This is an optimization exercise on Yosys and OpenROAD, whose aim is small area, not a production implementation.
In this exercise RTL edits were held to simulation tests only and were not proved equivalent to the original.
Power figures rest on the tool's default switching activity, not on a simulated workload.

==> flow/design.v <==
`default_nettype none
package swarq_pkg;
	localparam int WINDOW_SLOTS = 32;
	localparam int MAX_PAYLOAD  = 1400;
	localparam int MAX_RESULTS  = 32;
	localparam int SLOT_W  = $clog2(WINDOW_SLOTS);
	localparam int CNT_W   = $clog2(WINDOW_SLOTS + 1);
	localparam int RES_W   = $clog2(MAX_RESULTS);
	localparam int SEQ_W   = 16;
	localparam int SIZE_W  = 11;
	localparam int MAP_W   = 32;
	localparam int TOTAL_W = 32;
	localparam int KIND_W  = 2;
	localparam int OKIND_W = 3;
	localparam logic [KIND_W-1:0] KIND_SEND    = 2'd0;
	localparam logic [KIND_W-1:0] KIND_ACK     = 2'd1;
	localparam logic [KIND_W-1:0] KIND_FINISH  = 2'd2;
	localparam logic [KIND_W-1:0] KIND_TIMEOUT = 2'd3;
	localparam logic [OKIND_W-1:0] OUT_TX       = 3'd0;
	localparam logic [OKIND_W-1:0] OUT_RETX     = 3'd1;
	localparam logic [OKIND_W-1:0] OUT_REFUSED  = 3'd2;
	localparam logic [OKIND_W-1:0] OUT_FINISHED = 3'd3;
	localparam logic [OKIND_W-1:0] OUT_STATUS   = 3'd4;
endpackage
`default_nettype wire
`default_nettype none
module swarq_ram #(
	parameter int WIDTH = 11,
	parameter int DEPTH = 32
) (
	input  wire logic             clk,
	input  wire logic             we,
	input  wire logic [WIDTH-1:0] wdata,
	output logic      [WIDTH-1:0] rdata,
	output logic      [WIDTH-1:0] rdata_d1
);
	logic [WIDTH-1:0] ring [DEPTH];
	always_ff @(posedge clk) begin
		ring[0] <= we ? wdata : ring[DEPTH-1];
		for (int k = 1; k < DEPTH; k++) begin
			ring[k] <= ring[k-1];
		end
	end
	assign rdata    = ring[0];
	assign rdata_d1 = ring[1];
endmodule
`default_nettype wire
`default_nettype none
module sliding_window_arq_sender (
	input  wire logic                             clk,
	input  wire logic                             arst_n,
	input  wire logic                             start,
	output logic                                  busy,
	input  wire logic [swarq_pkg::KIND_W-1:0]     kind,
	input  wire logic [swarq_pkg::SIZE_W-1:0]     payload_size,
	input  wire logic [swarq_pkg::SEQ_W-1:0]      ack_seq,
	input  wire logic [swarq_pkg::MAP_W-1:0]      received_map,
	output logic                                  result_valid,
	output logic      [swarq_pkg::OKIND_W-1:0]    out_kind,
	output logic      [swarq_pkg::SEQ_W-1:0]      out_seq,
	output logic      [swarq_pkg::SIZE_W-1:0]     out_size,
	output logic      [swarq_pkg::TOTAL_W-1:0]    delivered_bytes,
	output logic                                  last
);
	localparam int SW = swarq_pkg::SLOT_W;
	localparam int CW = swarq_pkg::CNT_W;
	localparam logic [2:0] S_TX   = 3'(swarq_pkg::OUT_TX);
	localparam logic [2:0] S_PB   = 3'(swarq_pkg::OUT_RETX);      
	localparam logic [2:0] S_REF  = 3'(swarq_pkg::OUT_REFUSED);
	localparam logic [2:0] S_FIN  = 3'(swarq_pkg::OUT_FINISHED);
	localparam logic [2:0] S_STAT = 3'(swarq_pkg::OUT_STATUS);
	localparam logic [2:0] S_IDLE = 3'd5;
	localparam logic [2:0] S_RET  = 3'd6;                          
	localparam logic [2:0] S_PA   = 3'd7;                          
	logic [2:0]                    state_q;
	logic [swarq_pkg::SEQ_W-1:0]   base_q;
	logic [CW-1:0]                 count_q;
	logic [swarq_pkg::TOTAL_W-1:0] total_q;
	logic                          fin_q;
	logic [SW-1:0]                 pos_q;
	logic [swarq_pkg::MAP_W-1:0]   map_q;
	logic                          is_ack_q;
	logic [CW-1:0]                 aux_q;
	logic                          any_q;
	logic                          accept;
	logic                          refuse;
	logic [swarq_pkg::SEQ_W-1:0]   ahead;
	logic [CW-1:0]                 pops;
	logic                          cand;
	logic                          ret;
	logic                          ret_q;
	logic [swarq_pkg::SIZE_W-1:0]  tap_d1;
	logic                          we;
	logic [swarq_pkg::SIZE_W-1:0]  tap;
	logic [swarq_pkg::TOTAL_W:0]   sum;
	logic [CW-1:0]                 seq_off;
	assign busy   = (state_q != S_IDLE) || (SW'(pos_q + 1'b1) != count_q[SW-1:0]);
	assign accept = start && !busy;
	assign refuse = count_q[CW-1] || (payload_size > swarq_pkg::SIZE_W'(swarq_pkg::MAX_PAYLOAD));
	assign ahead  = ack_seq - base_q;
	assign pops   = ahead[swarq_pkg::SEQ_W-1] ? '0 :
		{(ahead[swarq_pkg::SEQ_W-2:SW] != '0), ahead[SW-1:0]};
	assign we     = accept && !fin_q && (kind == swarq_pkg::KIND_SEND) && !refuse;
	assign cand   = (count_q[CW-1] || (pos_q < count_q[SW-1:0])) && !(is_ack_q && map_q[pos_q]);
	assign ret    = (state_q == S_RET) && (pos_q == '0) && (aux_q != '0) && (count_q != '0);
	assign sum    = {1'b0, total_q} + {{(swarq_pkg::TOTAL_W + 1 - swarq_pkg::SIZE_W){1'b0}},
		(ret_q ? tap_d1 : swarq_pkg::SIZE_W'(0))};
	swarq_ram #(
		.WIDTH(swarq_pkg::SIZE_W),
		.DEPTH(swarq_pkg::WINDOW_SLOTS)
	) u_size_ring (
		.clk     (clk),
		.we      (we),
		.wdata   (payload_size),
		.rdata   (tap),
		.rdata_d1(tap_d1)
	);
	always_ff @(posedge clk or negedge arst_n) begin
		if (!arst_n) begin
			pos_q   <= '0;
			base_q  <= '0;
			count_q <= '0;
			total_q <= '0;
			ret_q   <= 1'b0;
		end else begin
			ret_q   <= ret;
			pos_q   <= pos_q + SW'(!ret);
			base_q  <= base_q + swarq_pkg::SEQ_W'(ret);
			total_q <= sum[swarq_pkg::TOTAL_W] ? '1 : sum[swarq_pkg::TOTAL_W-1:0];
			if (we) begin
				count_q <= count_q + 1'b1;
			end else if (ret) begin
				count_q <= count_q - 1'b1;
			end
		end
	end
	always_ff @(posedge clk or negedge arst_n) begin
		if (!arst_n) begin
			state_q <= S_IDLE;
			fin_q   <= 1'b0;
		end else begin
			case (state_q)
				S_IDLE: begin
					if (accept) begin
						if (fin_q || (kind == swarq_pkg::KIND_FINISH)) begin
							fin_q   <= 1'b1;
							state_q <= S_FIN;
						end else if (kind == swarq_pkg::KIND_SEND) begin
							state_q <= refuse ? S_REF : S_TX;
						end else begin
							state_q <= S_RET;
						end
					end
				end
				S_RET: begin
					if (((aux_q == '0) || (count_q == '0)) && (pos_q == '1)) begin
						state_q <= S_PA;
					end
				end
				S_PA: begin
					if (pos_q == '1) begin
						if (any_q || cand) begin
							state_q <= S_PB;
						end else begin
							state_q <= is_ack_q ? S_STAT : S_IDLE;
						end
					end
				end
				S_PB: begin
					if (cand && (pos_q == aux_q[SW-1:0])) begin
						state_q <= S_IDLE;
					end
				end
				default: begin
					state_q <= S_IDLE;
				end
			endcase
		end
	end
	always_ff @(posedge clk) begin
		if (accept) begin
			map_q    <= received_map;
			is_ack_q <= (kind == swarq_pkg::KIND_ACK);
			aux_q    <= (kind == swarq_pkg::KIND_ACK) ? pops : '0;
			any_q    <= 1'b0;
		end else if (ret) begin
			aux_q <= aux_q - 1'b1;
		end else if ((state_q == S_PA) && cand) begin
			any_q            <= 1'b1;
			aux_q[SW-1:0]    <= pos_q;
		end
	end
	always_comb begin
		seq_off = {1'b0, pos_q};
		if ((state_q == S_FIN) || (state_q == S_STAT)) begin
			seq_off = '0;
		end else if (state_q == S_REF) begin
			seq_off = {count_q[CW-1], pos_q};
		end
	end
	assign result_valid    = (state_q == S_TX) || (state_q == S_REF) || (state_q == S_FIN) ||
		(state_q == S_STAT) || ((state_q == S_PB) && cand);
	assign out_kind        = state_q;
	assign out_seq         = base_q + swarq_pkg::SEQ_W'(seq_off);
	assign out_size        = ((state_q == S_TX) || (state_q == S_PB)) ? tap : '0;
	assign delivered_bytes = total_q;
	assign last            = (state_q != S_PB) || (pos_q == aux_q[SW-1:0]);
endmodule
`default_nettype wire
clock: 7.0 ns
lec_check: 0
cap_margin: 20
core_margin: 2
core_utilization: 60
slew_margin: 20
standard.sh (not shown) runs the stock make flow with config.mk's settings and CLKGATE_MAP_FILE= SYNTH_SCRIPT=/design/flow/synth_recipe.tcl, a recipe that flattens the netlist after the stock synthesis.
==> flow/flow/run.sh <==
#!/bin/bash
# The standard ORFS layout with these changes:
#  - synthesis maps logic with an area-oriented ABC script (flow/abc.script, with a 60 s
#    &deepsyn restructuring pass) and without the
#    half/full-adder cell mapping and the Kogge-Stone carry lookahead (registers unchanged);
#  - port buffers use the smallest buffer cell;
#  - the clock tree uses small clock buffers and no dummy loads.
# ORFS's own output goes to standard.log; each step's log is under orfs/logs/.
set -euo pipefail
work=$(pwd)
sd=$work/scripts_abc
rm -rf "$sd"
mkdir -p "$sd"
for f in "$FLOW_HOME"/scripts/*; do ln -s "$f" "$sd/"; done
rm "$sd/abc_speed.script"
cp flow/abc.script "$sd/abc_speed.script"
bash standard.sh "SCRIPTS_DIR=$sd" "ADDER_MAP_FILE=" "SYNTH_OPERATIONS_ARGS=-nofsm" \
	"BUFFER_PORTS_ARGS=-buffer_cell sky130_fd_sc_hd__buf_1" \
	"CTS_ARGS=-sink_clustering_enable -repair_clock_nets -dont_use_dummy_load -buf_list sky130_fd_sc_hd__clkbuf_4 -sink_clustering_size 10 -sink_clustering_max_diameter 40" \
	finish > standard.log 2>&1
==> flow/flow/abc.script <==
strash
ifraig
scorr
dc2
dretime
strash
&get -n
&deepsyn -T 60
&dch -f
&nf -R 1000
&put
Edit:
--- a/flow/design.v
+++ b/flow/design.v
@@ -92,7 +92,10 @@
 	logic [swarq_pkg::SIZE_W-1:0]  tap_d1;
 	logic                          we;
 	logic [swarq_pkg::SIZE_W-1:0]  tap;
-	logic [swarq_pkg::TOTAL_W:0]   sum;
+	localparam int LO_W = swarq_pkg::SIZE_W;
+	logic [LO_W:0]                 lo_sum;
+	logic                          carry_q;
+	logic                          sat;
 	logic [CW-1:0]                 seq_off;
 	assign busy   = (state_q != S_IDLE) || (SW'(pos_q + 1'b1) != count_q[SW-1:0]);
 	assign accept = start && !busy;
@@ -103,8 +106,8 @@
 	assign we     = accept && !fin_q && (kind == swarq_pkg::KIND_SEND) && !refuse;
 	assign cand   = (count_q[CW-1] || (pos_q < count_q[SW-1:0])) && !(is_ack_q && map_q[pos_q]);
 	assign ret    = (state_q == S_RET) && (pos_q == '0) && (aux_q != '0) && (count_q != '0);
-	assign sum    = {1'b0, total_q} + {{(swarq_pkg::TOTAL_W + 1 - swarq_pkg::SIZE_W){1'b0}},
-		(ret_q ? tap_d1 : swarq_pkg::SIZE_W'(0))};
+	assign lo_sum = {1'b0, total_q[LO_W-1:0]} + {1'b0, (ret_q ? tap_d1 : swarq_pkg::SIZE_W'(0))};
+	assign sat    = carry_q && (&total_q[swarq_pkg::TOTAL_W-1:LO_W]);
 	swarq_ram #(
 		.WIDTH(swarq_pkg::SIZE_W),
 		.DEPTH(swarq_pkg::WINDOW_SLOTS)
@@ -122,11 +125,18 @@
 			count_q <= '0;
 			total_q <= '0;
 			ret_q   <= 1'b0;
+			carry_q <= 1'b0;
 		end else begin
 			ret_q   <= ret;
 			pos_q   <= pos_q + SW'(!ret);
 			base_q  <= base_q + swarq_pkg::SEQ_W'(ret);
-			total_q <= sum[swarq_pkg::TOTAL_W] ? '1 : sum[swarq_pkg::TOTAL_W-1:0];
+			carry_q <= lo_sum[LO_W];
+			if (sat) begin
+				total_q <= '1;
+			end else begin
+				total_q <= {total_q[swarq_pkg::TOTAL_W-1:LO_W] + (swarq_pkg::TOTAL_W - LO_W)'(carry_q),
+					lo_sum[LO_W-1:0]};
+			end
 			if (we) begin
 				count_q <= count_q + 1'b1;
 			end else if (ret) begin
What happened: The changed run ran to the end with no violations. Total power rose by about 14%. Worst hold slack is worse by 30 ps. Global-route usage went down by 0.33 points. Clock skew barely changes. Via count barely changes. Sequential power is higher by about 6%. Clock-buffer cell count goes down by 2. Design area went down by about 1%. Synthesized area barely changes.

==> re-timing with driven ports <==
In the flow no input, the clock included, has a driving cell. The finished layouts below were timed again as built, in two steps.
Step 1 (the two cells are an assumption about what drives the block):
set clk [get_ports {clk}]
set_driving_cell -lib_cell sky130_fd_sc_hd__clkbuf_16 $clk
set_driving_cell -lib_cell sky130_fd_sc_hd__buf_2 [delete_from_list [all_inputs] $clk]
Step 2 moves the port delays by t, midway between the first and last clock arrival at a register: inputs arrive t later, outputs are due t later. That takes back most of the time a late clock gives input paths.
Slacks: ideal ports / drivers / drivers and shift; pairs: ideal ports / drivers.
run	shift t [ns]	slack for setup (ns)	clock arrival spread, ns	worst slew at a driven data input, ns	pins driven straight from the clock port
the first run	0.686	0.474 / 0.474 / 0.474	0.104 / 0.104	0.04	1
the second run	0.677	0.676 / 0.636 / 1.313	0.103 / 0.103	0.09	1
After both steps every run listed still meets setup and hold.
